From an optimization exercise on the open Yosys and OpenROAD flow, aimed at small area, a short achievable clock period and few clock cycles per item; shortcuts taken in it are not production practice.
At most, simulation tests tie the RTL to the original design; equivalence was not proved.

## main
==> flow/design.v (excerpt) <==
module dct8_stream #(
    parameter int IN_W        = 8,
    parameter int OUT_W       = 14,
    parameter int LEVEL_SHIFT = 0
) (
    input  logic                    clk,
    input  logic                    rst,
    input  logic                    en,
    input  logic                    in_valid,
    output logic                    in_ready,
    input  logic [IN_W-1:0]         x0,
    input  logic [IN_W-1:0]         x1,
    input  logic [IN_W-1:0]         x2,
    input  logic [IN_W-1:0]         x3,
    input  logic [IN_W-1:0]         x4,
    input  logic [IN_W-1:0]         x5,
    input  logic [IN_W-1:0]         x6,
    input  logic [IN_W-1:0]         x7,
    output logic                    out_valid,
    input  logic                    out_ready,
    output logic signed [OUT_W-1:0] y0,
    output logic signed [OUT_W-1:0] y1,
    output logic signed [OUT_W-1:0] y2,
    output logic signed [OUT_W-1:0] y3,
    output logic signed [OUT_W-1:0] y4,
    output logic signed [OUT_W-1:0] y5,
    output logic signed [OUT_W-1:0] y6,
    output logic signed [OUT_W-1:0] y7
);
    logic sv;             
    logic v2;             
    logic r2, r3;         
    logic acc;
    assign in_ready = ~sv;
    assign acc      = in_valid & ~sv;
    assign r3 = ~out_valid | out_ready;
    assign r2 = ~v2 | r3;
    always_ff @(posedge clk) begin
        if (rst) begin
            sv        <= 1'b0;
            v2        <= 1'b0;
            out_valid <= 1'b0;
        end else if (en) begin
            if (r3) out_valid <= v2;
            if (r2) begin
  ...
For scale: about 270 flip-flops, about 180 I/O pins.
==> flow/config.mk <==
export PLATFORM = sky130hd
export DESIGN_NAME = dct8_stream
export DESIGN_NICKNAME = dct8_stream
export VERILOG_FILES = /design/flow/design.v
export SDC_FILE = /design/flow/constraint.sdc
export NUM_CORES = 4
export LEC_CHECK = 0
export ABC_AREA = 1
export CAP_MARGIN = 20
export CORE_MARGIN = 2
export CORE_UTILIZATION = 50
export SLEW_MARGIN = 20
export SYNTH_HIERARCHICAL = 1
==> flow/constraint.sdc <==
create_clock -name core_clock -period 12.0 [get_ports {clk}]
set_input_delay 2.4000 -clock core_clock [delete_from_list [all_inputs] [get_ports {clk}]]
set_output_delay 2.4000 -clock core_clock [all_outputs]
set_load 0.01 [all_outputs]
standard.sh (not shown) runs the stock make flow with config.mk's settings and CLKGATE_MAP_FILE= SYNTH_SCRIPT=/design/flow/synth_recipe.tcl, a recipe that flattens the netlist after the stock synthesis.
==> flow/flow/run.sh <==
#!/bin/bash
# Standard ORFS layout, with repair_timing aiming below the clock period and
# plain buffers on the ports.
set -euo pipefail
bash standard.sh SETUP_SLACK_MARGIN=7.6 "BUFFER_PORTS_ARGS=-buffer_cell sky130_fd_sc_hd__buf_2" finish > standard_flow.log 2>&1
The following lists how the feature branch was set up differently from main:
--- a/flow/design.v
+++ b/flow/design.v
@@ -75,31 +75,31 @@
     end
     logic [8:0] ss_n, sc_n, es_n, ec_n;
     for (genvar j = 0; j < 9; j++) begin : g_l1
         dct_fa us (.a(a_n[0][j]), .b(a_n[1][j]), .c(a_n[2][j]), .s(ss_n[j]), .co(sc_n[j]));
         dct_fa ue (.a(a_n[1][j]), .b(a_n[2][j]), .c(~a_n[0][j]), .s(es_n[j]), .co(ec_n[j]));
     end
-    logic [3:0] dl0_n, dl1_n;
+    logic [4:0] dl0_n, dl1_n;
     logic       dc0_n, dc1_n;
-    dct_subl ul0 (.a(a_n[0][3:0]), .b(a_n[3][3:0]), .y(dl0_n), .co(dc0_n));
-    dct_subl ul1 (.a(a_n[1][3:0]), .b(a_n[2][3:0]), .y(dl1_n), .co(dc1_n));
+    dct_subl ul0 (.a(a_n[0][4:0]), .b(a_n[3][4:0]), .y(dl0_n), .co(dc0_n));
+    dct_subl ul1 (.a(a_n[1][4:0]), .b(a_n[2][4:0]), .y(dl1_n), .co(dc1_n));
     logic [8:0] ss_r, sc_r, es_r, ec_r;
     logic [8:0] a3_r;
-    logic [4:0] a0h_r, a1h_r, a2h_r;
-    logic [3:0] dl0_r, dl1_r;
+    logic [3:0] a0h_r, a1h_r, a2h_r;
+    logic [4:0] dl0_r, dl1_r;
     logic       dc0_r, dc1_r;
     logic [8:0] b0_r, b1_r, b2_r, b3_r;
     always_ff @(posedge clk) begin
         if (en & r2) begin
             ss_r <= ss_n;
             sc_r <= sc_n;
             es_r <= es_n;
             ec_r <= ec_n;
-            a0h_r <= a_n[0][8:4];
-            a1h_r <= a_n[1][8:4];
-            a2h_r <= a_n[2][8:4];
+            a0h_r <= a_n[0][8:5];
+            a1h_r <= a_n[1][8:5];
+            a2h_r <= a_n[2][8:5];
             a3_r  <= a_n[3];
             dl0_r <= dl0_n;
             dl1_r <= dl1_n;
             dc0_r <= dc0_n;
             dc1_r <= dc1_n;
             b0_r <= b_n[0];
@@ -1776,16 +1776,16 @@
     dct_fa us21 (.a(es_r[3]), .b(ec_r[2]), .c(~a3_r[3]), .s(s21), .co(c22));
     dct_fa us23 (.a(es_r[4]), .b(ec_r[3]), .c(~a3_r[4]), .s(s23), .co(c24));
     dct_fa us25 (.a(es_r[5]), .b(ec_r[4]), .c(~a3_r[5]), .s(s25), .co(c26));
     dct_fa us27 (.a(es_r[6]), .b(ec_r[5]), .c(~a3_r[6]), .s(s27), .co(c28));
     dct_fa us29 (.a(es_r[7]), .b(ec_r[6]), .c(~a3_r[7]), .s(s29), .co(c30));
     dct_fa us31 (.a(es_r[8]), .b(ec_r[7]), .c(~a3_r[8]), .s(s31), .co(c32));
-    dct_subh ud0 (.a(a0h_r), .b(a3_r[8:4]), .ci(dc0_r), .y(d0[9:4]));
-    dct_subh ud1 (.a(a1h_r), .b(a2h_r), .ci(dc1_r), .y(d1[9:4]));
-    assign d0[3:0] = dl0_r;
-    assign d1[3:0] = dl1_r;
+    dct_subh ud0 (.a(a0h_r), .b(a3_r[8:5]), .ci(dc0_r), .y(d0[9:5]));
+    dct_subh ud1 (.a(a1h_r), .b(a2h_r), .ci(dc1_r), .y(d1[9:5]));
+    assign d0[4:0] = dl0_r;
+    assign d1[4:0] = dl1_r;
     dct_fa us33 (.a(~a3_r[0]), .b(a3_r[1]), .c(ss_r[0]), .s(s33), .co(c34));
     dct_fa us35 (.a(sc_r[8]), .b(a3_r[1]), .c(ss_r[0]), .s(s35), .co(c36));
     dct_ha us37 (.a(s1), .b(c16), .s(s37), .co(c38));
     dct_ha us39 (.a(c2), .b(c14), .s(s39), .co(c40));
     dct_fa us41 (.a(ss_r[0]), .b(a3_r[0]), .c(a3_r[1]), .s(s41), .co(c42));
     dct_ha us43 (.a(c10), .b(c6), .s(s43), .co(c44));
@@ -2835,23 +2835,23 @@
     end
     assign ch     = c5 | (cl & (&u0));
     assign y[4:0] = u0 ^ ({5{cl}} & p0);
     assign y[9:5] = u1 ^ ({5{ch}} & p1);
 endmodule
 module dct_subl (
-    input  logic [3:0] a,
-    input  logic [3:0] b,
-    output logic [3:0] y,
+    input  logic [4:0] a,
+    input  logic [4:0] b,
+    output logic [4:0] y,
     output logic       co
 );
-    assign {co, y} = {1'b0, a} + {1'b0, ~b} + 5'd1;
+    assign {co, y} = {1'b0, a} + {1'b0, ~b} + 6'd1;
 endmodule
 module dct_subh (
-    input  logic [4:0] a,
-    input  logic [4:0] b,
+    input  logic [3:0] a,
+    input  logic [3:0] b,
     input  logic       ci,
-    output logic [5:0] y
+    output logic [4:0] y
 );
-    logic [5:0] t;
-    assign t = {1'b0, a} + {1'b0, ~b} + {5'd0, ci};
-    assign y = {~t[5], t[4:0]};
+    logic [4:0] t;
+    assign t = {1'b0, a} + {1'b0, ~b} + {4'd0, ci};
+    assign y = {~t[4], t[3:0]};
 endmodule
- Peak per-stage delay on the critical path in the feature branch is 130 ps below main.
- The feature branch ends up with a layout inverter count without the clock tree that is 0.73% higher than in main.
- Per the comparison of the feature branch with main, XOR/XNOR share of the synthesized area flat; count of clock-net buffers in the final layout has increased; routed wire length rose by about 1.3%; wire length of the first global-routing pass went up by about 2.5%.
- ~same final cell count in the feature branch and main
- Between main and the feature branch, the multi-input combinational cell count does not differ in any meaningful way.
- When the feature branch is set beside main, its cell area turns out to be about 0.54% smaller.
- Slowest library cell on the worst path: edfxtp_1 -> the feature branch, fa_1 -> main
- Compared with main, the feature branch shows a endpoint arrival time on the critical path that is 2700 ps lower.
- Looking at critical path class, the reg2out result is from the feature branch; the reg2reg one comes from main.
- Summary of the feature branch over main: sequential share of layout area flat.
Testbench counts of the feature branch, summed over its fixed seeds: cycles 1,040, items 1,024.
No functional check of the RTL was part of main.

========
Another version of the RTL of dct8_stream (not shown whole).
For scale: about 2,900 cells after synthesis, about 270 flip-flops, ~180 I/O pins.
==> module dct_addsub, before the edit <==
module dct_addsub #(
    parameter int W   = 9,
    parameter int SUB = 0
) (
    input  logic [W-1:0] a,
    input  logic [W-1:0] b,
    output logic [W:0]   y
);
    if (SUB != 0) begin : g_sub
        assign y = {1'b0, a} - {1'b0, b};
    end else begin : g_add
        assign y = {1'b0, a} + {1'b0, b};
    end
endmodule
export LEC_CHECK = 0
export CAP_MARGIN = 20
export CORE_MARGIN = 2
export CORE_UTILIZATION = 50
export SLEW_MARGIN = 20
export SYNTH_HIERARCHICAL = 1
create_clock -name core_clock -period 12.0 [get_ports {clk}]
==> flow/flow/run.sh <==
#!/bin/bash
# Standard ORFS layout, with repair_timing aiming below the clock period and
# plain buffers on the ports.
set -euo pipefail
bash standard.sh SETUP_SLACK_MARGIN=7.4 "BUFFER_PORTS_ARGS=-buffer_cell sky130_fd_sc_hd__buf_2" finish > standard_flow.log 2>&1
Testbench counts at the start, summed over its fixed seeds: cycles 1,040, items 1,024.
==> next run, changes <==
--- a/flow/design.v
+++ b/flow/design.v
@@ -2729,17 +2729,36 @@
     parameter int SUB = 0
 ) (
     input  logic [W-1:0] a,
     input  logic [W-1:0] b,
     output logic [W:0]   y
 );
-    if (SUB != 0) begin : g_sub
-        assign y = {1'b0, a} - {1'b0, b};
-    end else begin : g_add
-        assign y = {1'b0, a} + {1'b0, b};
+    localparam int N = W + 1;    
+    localparam int L = (N <= 2) ? 1 : (N <= 4) ? 2 : (N <= 8) ? 3 : (N <= 16) ? 4 : 5;
+    logic [W-1:0] be;
+    logic [N-1:0] g [L+1];
+    logic [N-1:0] p [L+1];
+    logic [W-1:0] x;
+    assign be   = (SUB != 0) ? ~b : b;
+    assign x    = a ^ be;
+    assign g[0] = {a & be, (SUB != 0) ? 1'b1 : 1'b0};
+    assign p[0] = {x, 1'b0};
+    for (genvar l = 0; l < L; l++) begin : g_lvl
+        for (genvar i = 0; i < N; i++) begin : g_bit
+            if (((i >> l) & 1) == 1) begin : g_op
+                localparam int J = ((i >> l) << l) - 1;
+                assign g[l+1][i] = g[l][i] | (p[l][i] & g[l][J]);
+                assign p[l+1][i] = p[l][i] & p[l][J];
+            end else begin : g_pass
+                assign g[l+1][i] = g[l][i];
+                assign p[l+1][i] = p[l][i];
+            end
+        end
     end
+    assign y[W-1:0] = x ^ g[L][W-1:0];
+    assign y[W]     = (SUB != 0) ? ~g[L][W] : g[L][W];
 endmodule
 module dct_carry #(
     parameter int         W  = 8,
     parameter logic [W-1:0] IA = '0,
     parameter logic [W-1:0] IB = '0
 ) (
The changed run completed without violations.
Die area goes down by 1.0%.
Worst hold slack is about the same.
Wire length goes down by 0.61%.
Sequential share of layout area rose by 0.11 points.
Synthesized area decreases by 1.0%.
Non-clock buffer count drops by 16.
No functional check of the RTL was part of the second run of this note.

==> port drivers added, routing unchanged <==
In the flow no input, the clock included, has a driving cell. The finished layouts below were timed again as built, in two steps. Step 1: set_driving_cell puts a clkbuf_16 on clk and a buf_2 on each other input, an assumption about the parent block. Step 2 times the ports against the registers' clock, not the clock port: input delays grow and output delays shrink by t, the midpoint of the rising clock arrivals with the driver on. a / b / c = no drivers / after step 1 / after step 2; a / b = the first two.
| run | shift t [ns] | setup WS [ns] | worst register clock-pin slew, ns | worst slew at a driven data input, ns | cell pins on the clock port's net |
|---|---|---|---|---|---|
| main | 0.617 | 7.688 / 7.663 / 7.246 | 0.07 / 0.07 | 0.05 | 1 |
| the feature branch | 0.622 | 7.683 / 7.623 / 7.167 | 0.06 / 0.06 | 0.05 | 1 |
| the first run of note 2 | 0.623 | 7.418 / 7.418 / 6.877 | 0.06 / 0.06 | 0.05 | 1 |
| the second run of note 2 | 0.618 | 7.062 / 7.062 / 6.915 | 0.07 / 0.07 | 0.05 | 1 |
After both steps every run listed still meets setup and hold. The setup slack of the first run of note 2, which loses most, moves by 0.000 ns with the drivers and by -0.541 ns with both steps.
